What follows belongs to an exercise in optimizing a design on an open flow for small area; a production flow would make more cautious choices. At most, simulation tests tie the RTL to the original design; equivalence was not proved.

Setup of JK:
Design bm_noise_out, start of the top module:
module bm_noise_out #(
   parameter int DEPTH = 8,
   parameter int AW    = 3
) (
   input  logic          clk,
   input  logic          rst_n,
   input  logic          in_valid,
   output logic          in_ready,
   input  logic [16:0]   f,
   input  logic [15:0]   g0,
   input  logic [15:0]   g1,
   output logic          out_valid,
   input  logic          out_ready,
   output logic [15:0]   out_data,
   output logic          out_idx,
   output logic [AW:0]   fifo_level
);
Size in the first run: ~1,400 cells after synthesis, roughly 420 flip-flops, about 76 I/O pins, about 23,000 µm² of cells after synthesis.
Settings: LEC_CHECK=0, CAP_MARGIN=20, CORE_MARGIN=2, CORE_UTILIZATION=40, CTS_BUF_LIST=sky130_fd_sc_hd__clkbuf_8, CTS_CLUSTER_DIAMETER=60, CTS_CLUSTER_SIZE=18, SLEW_MARGIN=20, SYNTH_HIERARCHICAL=1, SYNTH_MINIMUM_KEEP_SIZE=0; clock period 8.0 ns.
standard.sh (not shown) runs the stock make flow with config.mk's settings and CLKGATE_MAP_FILE= SYNTH_SCRIPT=/design/flow/synth_recipe.tcl, a recipe that flattens the netlist after the stock synthesis.
==> flow/flow/run.sh <==
#!/bin/bash
# The standard layout (the standard.sh: standard synthesis, then ORFS
# floorplan to finish) with two placement/CTS choices changed:
#  - port buffers use the smallest buffer cell (every port still gets one);
#  - clock tree synthesis adds no dummy loads (same buffers and clustering
#    as config.mk asks for).
set -euo pipefail
export BUFFER_PORTS_ARGS="-buffer_cell sky130_fd_sc_hd__buf_1"
export CTS_ARGS="-sink_clustering_enable -repair_clock_nets -dont_use_dummy_load -buf_list sky130_fd_sc_hd__clkbuf_8 -sink_clustering_size 18 -sink_clustering_max_diameter 60"
bash standard.sh > standard.log 2>&1
JK reached the end of the flow, and the finished layout is clean on the timing, DRC and antenna checks.
diff inputs: JK => TR
==> flow/flow/run.sh <==
#!/bin/bash
# The standard layout (the standard.sh: standard synthesis, then ORFS
# floorplan to finish) with two placement/CTS choices changed:
#  - port buffers use the smallest buffer cell (every port still gets one);
#  - clock tree synthesis adds no dummy loads (same buffers and clustering
#    as config.mk asks for);
#  - after global routing, gates off the critical paths are downsized
#    (ORFS power recovery, RECOVER_POWER=100).
set -euo pipefail
export BUFFER_PORTS_ARGS="-buffer_cell sky130_fd_sc_hd__buf_1"
export CTS_ARGS="-sink_clustering_enable -repair_clock_nets -dont_use_dummy_load -buf_list sky130_fd_sc_hd__clkbuf_8 -sink_clustering_size 18 -sink_clustering_max_diameter 60"
bash standard.sh RECOVER_POWER=100 finish > standard.log 2>&1
### Flow results
- On detailed-route via count, JK and TR are neck and neck.
- The highest fanout seen on the critical path in TR was lower than what JK gave.
- From JK to TR the numbers moved as follows: time the final worst path needs with I/O delays and setup went up by 4.7 ps.
- TR: complete, dirty (max-capacitance violations, max-slew violations)
No functional check of the RTL was part of any run of this note.


bm_noise_out, a different RTL version from the one above (not shown whole).
Size in the first run: ~1600 cells after synthesis, roughly 430 flip-flops, roughly 76 I/O pins.
==> flow/config.mk <==
export PLATFORM = sky130hd
export DESIGN_NAME = bm_noise_out
export DESIGN_NICKNAME = bm_noise_out
export VERILOG_FILES = /design/flow/design.v
export SDC_FILE = /design/flow/constraint.sdc
export NUM_CORES = 4
export LEC_CHECK = 0
export CAP_MARGIN = 20
export CORE_MARGIN = 2
export CORE_UTILIZATION = 40
export CTS_BUF_LIST = sky130_fd_sc_hd__clkbuf_8
export CTS_CLUSTER_DIAMETER = 60
export CTS_CLUSTER_SIZE = 18
export SLEW_MARGIN = 20
export SYNTH_HIERARCHICAL = 1
export SYNTH_MINIMUM_KEEP_SIZE = 0
==> flow/constraint.sdc <==
create_clock -name core_clock -period 8.0 [get_ports {clk}]
set_input_delay 1.6000 -clock core_clock [delete_from_list [all_inputs] [get_ports {clk}]]
set_output_delay 1.6000 -clock core_clock [all_outputs]
set_load 0.01 [all_outputs]
run.sh (not shown) runs the stock make flow with config.mk's settings and CLKGATE_MAP_FILE= SYNTH_SCRIPT=/design/flow/synth_recipe.tcl, a recipe that flattens the netlist after the stock synthesis.
Stock flow here: none of the scripts above is used.
The first run ran to the end with no violations.
Rerun with:
==> flow/flow/run.sh (new file) <==
#!/bin/bash
# The standard layout (the standard.sh: standard synthesis, then ORFS
# floorplan to finish) with two placement/CTS choices changed:
#  - port buffers use the smallest buffer cell (every port still gets one);
#  - clock tree synthesis adds no dummy loads (same buffers and clustering
#    as config.mk asks for).
set -euo pipefail
export BUFFER_PORTS_ARGS="-buffer_cell sky130_fd_sc_hd__buf_1"
export CTS_ARGS="-sink_clustering_enable -repair_clock_nets -dont_use_dummy_load -buf_list sky130_fd_sc_hd__clkbuf_8 -sink_clustering_size 18 -sink_clustering_max_diameter 60"
bash standard.sh > standard.log 2>&1
==> flow/standard.sh (new file) <==
#!/bin/bash
# synth_recipe.tcl (not shown) runs the flow's synth.tcl, then flattens the netlist and writes it again
# the make line also repeats each setting of config.mk as NAME=value (left out here)
make -C /OpenROAD-flow-scripts/flow DESIGN_CONFIG=/design/flow/config.mk WORK_HOME=/design/flow/orfs CLKGATE_MAP_FILE= SYNTH_SCRIPT=/design/flow/synth_recipe.tcl "${@:-finish}"
removed: flow/run.sh
The changed run finished clean. Sequential share of layout area is higher by 1.5 points. Worst hold slack barely changes. Clock skew is higher by 0.037 ns. Maximum frequency hardly moves. Non-clock buffer count is higher by 3.


Setup of wip/cedar:
Another version of the RTL of bm_noise_out (not shown whole).
For scale: about 1,600 cells after synthesis, ~76 I/O pins, roughly 0.023 mm² of cells after synthesis.
make LEC_CHECK=0 CAP_MARGIN=0 CORE_MARGIN=2 CORE_UTILIZATION=40 CTS_BUF_LIST=sky130_fd_sc_hd__clkbuf_4 SLEW_MARGIN=0 finish   # period 8.0 ns
Stock flow here: none of the scripts above is used.
## Diff of input files: wip/maple against wip/cedar
-- flow/config.mk --
<<< wip/cedar, line 7
export LEC_CHECK = 0
export CAP_MARGIN = 0
export CORE_MARGIN = 2
export CORE_UTILIZATION = 40
export CTS_BUF_LIST = sky130_fd_sc_hd__clkbuf_4
export SLEW_MARGIN = 0
>>> wip/maple, line 7
export LEC_CHECK = 0
export CAP_MARGIN = 20
export CORE_MARGIN = 2
export CORE_UTILIZATION = 40
export CTS_BUF_LIST = sky130_fd_sc_hd__clkbuf_8
export CTS_CLUSTER_DIAMETER = 60
export CTS_CLUSTER_SIZE = 18
export SLEW_MARGIN = 20
[summary]
Comparing wip/maple and wip/cedar, the lower number of cells on the critical path was measured on wip/maple.
Between wip/maple and wip/cedar, global-route usage over all layers is higher for wip/cedar, wip/maple comes in under that.
Delta (wip/maple minus wip/cedar): clock network area share now smaller; wire length lower; adder-cell share of the synthesized area was more or less identical; register fraction of the total cell area increased 1.2 points.
wip/maple and wip/cedar ended up with nearly the same share of the clock period used by the worst path after layout.
What wip/nickel does differently from wip/maple at the input level:
-- flow/config.mk --
<<< wip/maple, line 9
export CORE_MARGIN = 2
export CORE_UTILIZATION = 40
export CTS_BUF_LIST = sky130_fd_sc_hd__clkbuf_8
export CTS_CLUSTER_DIAMETER = 60
export CTS_CLUSTER_SIZE = 18
export SLEW_MARGIN = 20
>>> wip/nickel, line 9
export CORE_MARGIN = 2
export CORE_UTILIZATION = 60
export CTS_BUF_LIST = sky130_fd_sc_hd__clkbuf_8
export SLEW_MARGIN = 20
## What came out
Every stage of the flow completed for wip/nickel, and the final layout passed the timing, DRC and antenna checks. Against wip/maple as the reference, wip/nickel delivers a higher final design utilization. For register cell area after layout, wip/nickel and wip/maple come out practically identical. Max global-route wire length before repair across wip/nickel and wip/maple: wip/maple. Comparing wip/nickel and wip/maple, diode insertion count for antenna repair is higher on wip/nickel.


== red ==
bm_noise_out, a different RTL version from the one above (not shown whole).
Size in the first run: roughly 1500 cells after synthesis, about 420 flip-flops, about 76 I/O pins, about 0.023 mm2 of cells after synthesis.
==> flow/config.mk <==
export PLATFORM = sky130hd
export DESIGN_NAME = bm_noise_out
export DESIGN_NICKNAME = bm_noise_out
export VERILOG_FILES = /design/flow/design.v
export SDC_FILE = /design/flow/constraint.sdc
export NUM_CORES = 4
export LEC_CHECK = 0
export CAP_MARGIN = 20
export CORE_MARGIN = 2
export CORE_UTILIZATION = 40
export CTS_BUF_LIST = sky130_fd_sc_hd__clkbuf_16
export CTS_CLUSTER_DIAMETER = 70
export CTS_CLUSTER_SIZE = 30
export SLEW_MARGIN = 20
export SYNTH_HIERARCHICAL = 1
export SYNTH_MINIMUM_KEEP_SIZE = 0
==> flow/constraint.sdc <==
create_clock -name core_clock -period 8.0 [get_ports {clk}]
set_input_delay 1.6000 -clock core_clock [delete_from_list [all_inputs] [get_ports {clk}]]
set_output_delay 1.6000 -clock core_clock [all_outputs]
set_load 0.01 [all_outputs]
standard.sh (not shown) runs the stock make flow with config.mk's settings and CLKGATE_MAP_FILE= SYNTH_SCRIPT=/design/flow/synth_recipe.tcl, a recipe that flattens the netlist after the stock synthesis.
==> flow/flow/run.sh <==
#!/bin/bash
# The standard layout (the standard.sh: standard synthesis, then ORFS
# floorplan to finish) with two placement/CTS choices changed:
#  - port buffers use the smallest buffer cell (every port still gets one);
#  - clock tree synthesis adds no dummy loads (same buffers and clustering
#    as config.mk asks for).
set -euo pipefail
export BUFFER_PORTS_ARGS="-buffer_cell sky130_fd_sc_hd__buf_1"
export CTS_ARGS="-sink_clustering_enable -repair_clock_nets -dont_use_dummy_load -buf_list sky130_fd_sc_hd__clkbuf_16 -sink_clustering_size 30 -sink_clustering_max_diameter 70"
bash standard.sh > standard.log 2>&1
[inputs] blue vs red
Settings: CTS_CLUSTER_DIAMETER now 60, was 70; CTS_BUF_LIST now sky130_fd_sc_hd__clkbuf_8, was sky130_fd_sc_hd__clkbuf_16; CTS_CLUSTER_SIZE now 18, was 30.
-- flow/flow/run.sh --
<<< red, line 9
export CTS_ARGS="-sink_clustering_enable -repair_clock_nets -dont_use_dummy_load -buf_list sky130_fd_sc_hd__clkbuf_16 -sink_clustering_size 30 -sink_clustering_max_diameter 70"
>>> blue, line 9
export CTS_ARGS="-sink_clustering_enable -repair_clock_nets -dont_use_dummy_load -buf_list sky130_fd_sc_hd__clkbuf_8 -sink_clustering_size 18 -sink_clustering_max_diameter 60"
Findings:
Diff red -> blue: detailed-route via count shows an increase of 0.78%, worst hold slack roughly the same, least setup slack across all paths after layout level.
Changes observed in blue relative to red: count of non-filler cells in the finished layout rose by 12, sequential share of cell area went up by 0.17 points, combined global-route utilization of all metal layers now sits higher.

port drivers added, routing unchanged:
The flow's constraints put no driver on any port. The routed layouts listed below were extracted and timed again, unchanged, in two steps.
Step 1 assumes that a clkbuf_16 drives the clock port and a buf_2 every other input.
Step 2, shift: input delay + t, output delay - t, t = (earliest + latest rising clock arrival at the registers) / 2. This alone moves slack from input paths to output paths.
Slacks: ideal ports / drivers / drivers and shift; pairs: ideal ports / drivers.
| run | t, ns | setup WS [ns] | hold WS [ns] | cell pins on the clock port's net |
|---|---|---|---|---|
| JK | 0.654 | 0.322 / 0.322 / 0.322 | 0.420 / 0.420 / 0.420 | 1 |
| TR | 0.650 | 0.317 / 0.317 / 0.317 | 0.420 / 0.420 / 0.420 | 1 |
| the first run of note 2 | 0.660 | 0.251 / 0.251 / 0.251 | 0.417 / 0.417 / 0.417 | 1 |
| the second run of note 2 | 0.629 | 0.248 / 0.248 / 0.248 | 0.419 / 0.419 / 0.419 | 1 |
| wip/cedar | 0.868 | 0.247 / 0.247 / 0.247 | 0.406 / 0.406 / 0.406 | 1 |
| wip/maple | 0.700 | 0.243 / 0.243 / 0.243 | 0.416 / 0.416 / 0.416 | 1 |
| wip/nickel | 0.668 | 0.229 / 0.229 / 0.229 | 0.387 / 0.387 / 0.387 | 1 |
| red | 0.603 | 0.599 / 0.599 / 0.599 | 0.408 / 0.408 / 0.408 | 1 |
| blue | 0.624 | 0.601 / 0.601 / 0.601 | 0.407 / 0.407 / 0.407 | 1 |
